This is an optimization exercise on Yosys and OpenROAD, whose aim is small area and a short achievable clock period, not a production implementation. Only simulation tests tie the RTL to the original design; equivalence was not proved. No activity file was given, so power comes from the tool's default toggle rates.

==> raven <==
Design tag_wb_buffer, start of the top module:
module tag_wb_buffer #(
    parameter int AW    = 32,
    parameter int DW    = 128,
    parameter int DEPTH = 4
) (
    input  logic                     clk,
    input  logic                     rst,
    input  logic                     wb_valid,
    output logic                     wb_ready,
    input  logic [AW-1:0]            wb_addr,
    input  logic [DW-1:0]            wb_data,
    output logic                     mem_valid,
    input  logic                     mem_ready,
    output logic [AW-1:0]            mem_addr,
    output logic [DW-1:0]            mem_data,
    input  logic                     lk_valid,
    input  logic [AW-1:0]            lk_addr,
    output logic                     lk_rsp,
    output logic                     lk_hit,
    output logic [DW-1:0]            lk_data,
    output logic [$clog2(DEPTH):0]   count
);
    localparam int CW = $clog2(DEPTH) + 1;
    localparam logic [CW-1:0] FULL = CW'(DEPTH);
    logic [AW-1:0]    addr_q [DEPTH];
    logic [DW-1:0]    data_q [DEPTH];
    logic [DEPTH-1:0] v;                
    logic [DEPTH-1:0] q [DEPTH];        
    logic [DEPTH-1:0] lk_sel;           
    logic [DEPTH-1:0] ws;               
    logic [DEPTH-1:0] co_m, lk_m;
    logic             wb_acc, retire, co_hit, alloc, wb_lk;
    logic             lk_nh;
    logic [DEPTH-1:0] q1 [DEPTH+1];
    logic [DEPTH-1:0] q2 [DEPTH];
    logic [DEPTH-1:0] v_n, sel_n;
    logic [AW-1:0]    ma;
    logic [DW-1:0]    md, ld;
    always_comb begin
        wb_ready  = (count != FULL);
        mem_valid = (count != '0);
        wb_acc    = wb_valid && wb_ready;
  ...
==> module tag_wb_buffer, before the edit <==
module tag_wb_buffer #(
    parameter int AW    = 32,
    parameter int DW    = 128,
    parameter int DEPTH = 4
) (
    input  logic                     clk,
    input  logic                     rst,
    input  logic                     wb_valid,
    output logic                     wb_ready,
    input  logic [AW-1:0]            wb_addr,
    input  logic [DW-1:0]            wb_data,
    output logic                     mem_valid,
    input  logic                     mem_ready,
    output logic [AW-1:0]            mem_addr,
    output logic [DW-1:0]            mem_data,
    input  logic                     lk_valid,
    input  logic [AW-1:0]            lk_addr,
    output logic                     lk_rsp,
    output logic                     lk_hit,
    output logic [DW-1:0]            lk_data,
    output logic [$clog2(DEPTH):0]   count
);
    localparam int CW = $clog2(DEPTH) + 1;
    localparam logic [CW-1:0] FULL = CW'(DEPTH);
    logic [AW-1:0]    addr_q [DEPTH];
    logic [DW-1:0]    data_q [DEPTH];
    logic [DEPTH-1:0] v;                
    logic [DEPTH-1:0] q [DEPTH];        
    logic [DEPTH-1:0] lk_sel;           
    logic [DEPTH-1:0] ws;               
    logic [DEPTH-1:0] co_m, lk_m;
    logic             wb_acc, retire, co_hit, alloc, wb_lk;
    logic             lk_nh;
    logic [DEPTH-1:0] q1 [DEPTH+1];
    logic [DEPTH-1:0] q2 [DEPTH];
    logic [DEPTH-1:0] v_n, sel_n;
    logic [AW-1:0]    ma;
    logic [DW-1:0]    md, ld;
    always_comb begin
        wb_ready  = (count != FULL);
        mem_valid = (count != '0);
        wb_acc    = wb_valid && wb_ready;
        retire    = mem_valid && mem_ready;
        ws = '0;
        for (int j = DEPTH - 1; j >= 0; j--) begin
            if (!v[j]) begin
                ws    = '0;
                ws[j] = 1'b1;
            end
        end
        for (int j = 0; j < DEPTH; j++) begin
            co_m[j] = v[j] && !q[0][j] && (addr_q[j] == wb_addr);
            lk_m[j] = v[j] && (addr_q[j] == lk_addr);
        end
        co_hit = wb_acc && (co_m != '0);
        alloc  = wb_acc && !co_hit;
        wb_lk  = wb_acc && (wb_addr == lk_addr);
        lk_nh  = (lk_m & ~q[0]) != '0;
        for (int k = 0; k < DEPTH; k++) begin
            q1[k] = (co_hit && (q[k] & co_m) != '0) ? ws : q[k];
            if (alloc && count == CW'(k)) q1[k] = ws;
        end
        q1[DEPTH] = ws;
        for (int k = 0; k < DEPTH; k++) q2[k] = retire ? q1[k+1] : q1[k];
        v_n = v;
        if (co_hit) v_n = v_n & ~co_m;
        if (retire) v_n = v_n & ~q[0];
        if (wb_acc) v_n = v_n | ws;
        if (wb_lk) sel_n = ws;
        else       sel_n = lk_m & (lk_nh ? ~q[0] : q[0]);
        if (!lk_valid) sel_n = '0;
        ma = '0;
        md = '0;
        ld = '0;
        for (int j = 0; j < DEPTH; j++) begin
            ma = ma | (addr_q[j] & {AW{q[0][j]}});
            md = md | (data_q[j] & {DW{q[0][j]}});
            ld = ld | (data_q[j] & {DW{lk_sel[j]}});
        end
        mem_addr = ma;
        mem_data = md;
        lk_data  = ld;
    end
    always_ff @(posedge clk) begin
        if (rst) begin
            v      <= '0;
            count  <= '0;
            lk_rsp <= 1'b0;
            lk_hit <= 1'b0;
            lk_sel <= '0;
        end else begin
            v <= v_n;
            case ({alloc, retire})
                2'b10:   count <= count + 1'b1;
                2'b01:   count <= count - 1'b1;
                default: count <= count;
            endcase
            lk_rsp <= lk_valid;
            lk_hit <= lk_valid && (wb_lk || lk_m != '0);
            lk_sel <= sel_n;
        end
    end
    always_ff @(posedge clk) begin
        for (int k = 0; k < DEPTH; k++) q[k] <= q2[k];
    end
    always_ff @(posedge clk) begin
        for (int j = 0; j < DEPTH; j++) begin
            if (ws[j]) begin
                addr_q[j] <= wb_addr;
                data_q[j] <= wb_data;
            end
        end
    end
endmodule
==> flow/config.mk <==
export PLATFORM = sky130hd
export DESIGN_NAME = tag_wb_buffer
export DESIGN_NICKNAME = tag_wb_buffer
export VERILOG_FILES = /design/flow/design.v
export SDC_FILE = /design/flow/constraint.sdc
export NUM_CORES = 4
export LEC_CHECK = 0
export CAP_MARGIN = 20
export CORE_MARGIN = 2
export CORE_UTILIZATION = 60
export SETUP_SLACK_MARGIN = 2.5
export SLEW_MARGIN = 20
==> flow/constraint.sdc <==
create_clock -name core_clock -period 5.5 [get_ports {clk}]
set_input_delay 1.1000 -clock core_clock [delete_from_list [all_inputs] [get_ports {clk}]]
set_output_delay 1.1000 -clock core_clock [all_outputs]
set_load 0.01 [all_outputs]
standard.sh (not shown) runs the stock make flow with config.mk's settings and CLKGATE_MAP_FILE= SYNTH_SCRIPT=/design/flow/synth_recipe.tcl, a recipe that flattens the netlist after the stock synthesis.
==> flow/flow/run.sh <==
#!/bin/bash
# Standard ORFS layout, except that the port buffers are buf_1 cells rather than the
# resizer's default pick (clkdlybuf4s50_1), which is larger and slower.
set -euo pipefail
bash standard.sh "BUFFER_PORTS_ARGS=-buffer_cell sky130_fd_sc_hd__buf_1" finish > make.log 2>&1
==> xenon: changes against raven <==
CORE_UTILIZATION = 40   (was 60)
==> lagoon: changes against raven <==
--- a/flow/design.v
+++ b/flow/design.v
@@ -27,12 +27,22 @@
     logic [DEPTH-1:0] v;                
     logic [DEPTH-1:0] q [DEPTH];        
-    logic [DEPTH-1:0] lk_sel;           
+    localparam int GB  = 16;            
+    localparam int NMA = AW / GB;
+    localparam int NMD = DW / GB;
+    localparam int NLD = DW / GB;
+    logic [DEPTH-1:0] ma_sel [NMA];     
+    logic [DEPTH-1:0] md_sel [NMD];     
+    logic [DEPTH-1:0] lk_sel [NLD];     
+    logic [DEPTH-1:0] sel_d;
     logic [DEPTH-1:0] ws;               
     logic [DEPTH-1:0] co_m, lk_m;
     logic             wb_acc, retire, co_hit, alloc, wb_lk;
-    logic             lk_nh;
+    logic             hdup;             
+    logic             hdup_n;
+    logic [DEPTH-1:0] wb_eq;
     logic [DEPTH-1:0] q1 [DEPTH+1];
     logic [DEPTH-1:0] q2 [DEPTH];
     logic [DEPTH-1:0] v_n, sel_n;
+    logic [CW-1:0]    cnt_ap, cnt_co;
     logic [AW-1:0]    ma;
     logic [DW-1:0]    md, ld;
@@ -50,15 +60,17 @@
         end
         for (int j = 0; j < DEPTH; j++) begin
-            co_m[j] = v[j] && !q[0][j] && (addr_q[j] == wb_addr);
+            wb_eq[j] = (addr_q[j] == wb_addr);
+            co_m[j] = v[j] && !q[0][j] && wb_eq[j];
             lk_m[j] = v[j] && (addr_q[j] == lk_addr);
         end
         co_hit = wb_acc && (co_m != '0);
         alloc  = wb_acc && !co_hit;
+        cnt_co = retire ? count - 1'b1 : count;
+        cnt_ap = (wb_acc && !retire) ? count + 1'b1 : (!wb_acc && retire) ? count - 1'b1 : count;
         wb_lk  = wb_acc && (wb_addr == lk_addr);
-        lk_nh  = (lk_m & ~q[0]) != '0;
-        for (int k = 0; k < DEPTH; k++) begin
-            q1[k] = (co_hit && (q[k] & co_m) != '0) ? ws : q[k];
-            if (alloc && count == CW'(k)) q1[k] = ws;
-        end
+        hdup_n = !retire && (hdup || (alloc && (wb_eq & v & q[0]) != '0));
+        q1[0] = (count == '0) ? ws : q[0];
+        for (int k = 1; k < DEPTH; k++)
+            q1[k] = (count == CW'(k) || (wb_acc && (q[k] & wb_eq) != '0)) ? ws : q[k];
         q1[DEPTH] = ws;
         for (int k = 0; k < DEPTH; k++) q2[k] = retire ? q1[k+1] : q1[k];
@@ -68,13 +80,16 @@
         if (wb_acc) v_n = v_n | ws;
         if (wb_lk) sel_n = ws;
-        else       sel_n = lk_m & (lk_nh ? ~q[0] : q[0]);
+        else       sel_n = lk_m & (hdup ? ~q[0] : {DEPTH{1'b1}});
         if (!lk_valid) sel_n = '0;
+        sel_d = rst ? '0 : sel_n;
         ma = '0;
         md = '0;
         ld = '0;
         for (int j = 0; j < DEPTH; j++) begin
-            ma = ma | (addr_q[j] & {AW{q[0][j]}});
-            md = md | (data_q[j] & {DW{q[0][j]}});
-            ld = ld | (data_q[j] & {DW{lk_sel[j]}});
+            for (int b = 0; b < AW; b++) ma[b] = ma[b] | (addr_q[j][b] & ma_sel[b / GB][j]);
+            for (int b = 0; b < DW; b++) begin
+                md[b] = md[b] | (data_q[j][b] & md_sel[b / GB][j]);
+                ld[b] = ld[b] | (data_q[j][b] & lk_sel[b / GB][j]);
+            end
         end
         mem_addr = ma;
@@ -85,22 +100,27 @@
         if (rst) begin
             v      <= '0;
+            hdup   <= 1'b0;
             count  <= '0;
             lk_rsp <= 1'b0;
             lk_hit <= 1'b0;
-            lk_sel <= '0;
         end else begin
             v <= v_n;
-            case ({alloc, retire})
-                2'b10:   count <= count + 1'b1;
-                2'b01:   count <= count - 1'b1;
-                default: count <= count;
-            endcase
+            hdup <= hdup_n;
+            count <= co_hit ? cnt_co : cnt_ap;
             lk_rsp <= lk_valid;
             lk_hit <= lk_valid && (wb_lk || lk_m != '0);
-            lk_sel <= sel_n;
         end
     end
     always_ff @(posedge clk) begin
         for (int k = 0; k < DEPTH; k++) q[k] <= q2[k];
+    end
+    for (genvar g = 0; g < NMA; g++) begin : g_ma
+        tag_wb_buffer_sel #(.W(DEPTH)) u_sel (.clk(clk), .d(q2[0]), .q(ma_sel[g]));
+    end
+    for (genvar g = 0; g < NMD; g++) begin : g_md
+        tag_wb_buffer_sel #(.W(DEPTH)) u_sel (.clk(clk), .d(q2[0]), .q(md_sel[g]));
+    end
+    for (genvar g = 0; g < NLD; g++) begin : g_lk
+        tag_wb_buffer_sel #(.W(DEPTH)) u_sel (.clk(clk), .d(sel_d), .q(lk_sel[g]));
     end
     always_ff @(posedge clk) begin
@@ -113,2 +133,11 @@
     end
 endmodule
+module tag_wb_buffer_sel #(
+    parameter int W = 4
+) (
+    input  logic         clk,
+    input  logic [W-1:0] d,
+    output logic [W-1:0] q
+);
+    always_ff @(posedge clk) q <= d;
+endmodule
CTS_CLUSTER_DIAMETER = 60   (was default)
CTS_CLUSTER_SIZE = 20   (was default)
SYNTH_HIERARCHICAL = 1   (was default)
SYNTH_MINIMUM_KEEP_SIZE = 0   (was default)
==> comparison table <==
	lagoon	xenon	raven
Outcome	no timing/DRC/antenna violations	no timing/DRC/antenna violations	no timing/DRC/antenna violations
Cell internal pwr	10.1 mW	11.7 mW	11.5 mW
Seq Cell Count	738	669	669
Min setup slack post-route	2.47 ns	2.31 ns	2.37 ns
Clkbuf count	73	99	87
# fillers	3731	6114	2972
Combined area of the multi-input logic cells	0.00987 mm^2	0.0112 mm^2	0.0108 mm^2
Number of well taps	688	969	672
Final design area excluding fillers	0.0359 mm^2	0.0403 mm^2	0.0389 mm^2
Xor-xnor portion of the synthesized cell area	8.02%	7.90%	7.90%
Power share of the clock group	24.6%	27.3%	27.4%
Required time at the endpoint of the critical path	5.74 ns	4.40 ns	4.40 ns
Classification of the worst setup path	flop to flop	flop to output pin	flop to output pin
Proportion of cell area occupied by multi-input gates	27.5%	27.8%	27.8%
Net count after synthesis	2554	2477	2477
Via count of the first global-routing pass	21633	23643	23411
Clock-cell share of area	4.60%	5.98%	6.04%
Multi-In Gates	1391	1386	1386
Die height	234 um	279 um	229 um

-- afterwards: timing with drivers on the ports --
No port has a modelled driver above. Below, the same layouts with a new extraction and two added sets of constraints. Step 1, drivers: a clkbuf_16 drives clk and a buf_2 each remaining input, both assumed. Step 2 times the ports against the registers' clock, not the clock port: input delays grow and output delays shrink by t, the midpoint of the rising clock arrivals with the driver on. a / b / c = ideal / step 1 / step 2; a / b = the first two.
run	t (ns)	slack for setup (ns)	worst setup path at the end
raven	0.680	2.368 / 2.301 / 1.763	input to register
xenon	0.698	2.305 / 2.242 / 1.703	input to register
lagoon	0.686	2.472 / 2.465 / 1.865	input to register
After both steps setup and hold are still met in every run listed. For lagoon, which loses most, drivers alone change the setup slack by -0.007 ns; drivers and shift together by -0.607 ns.
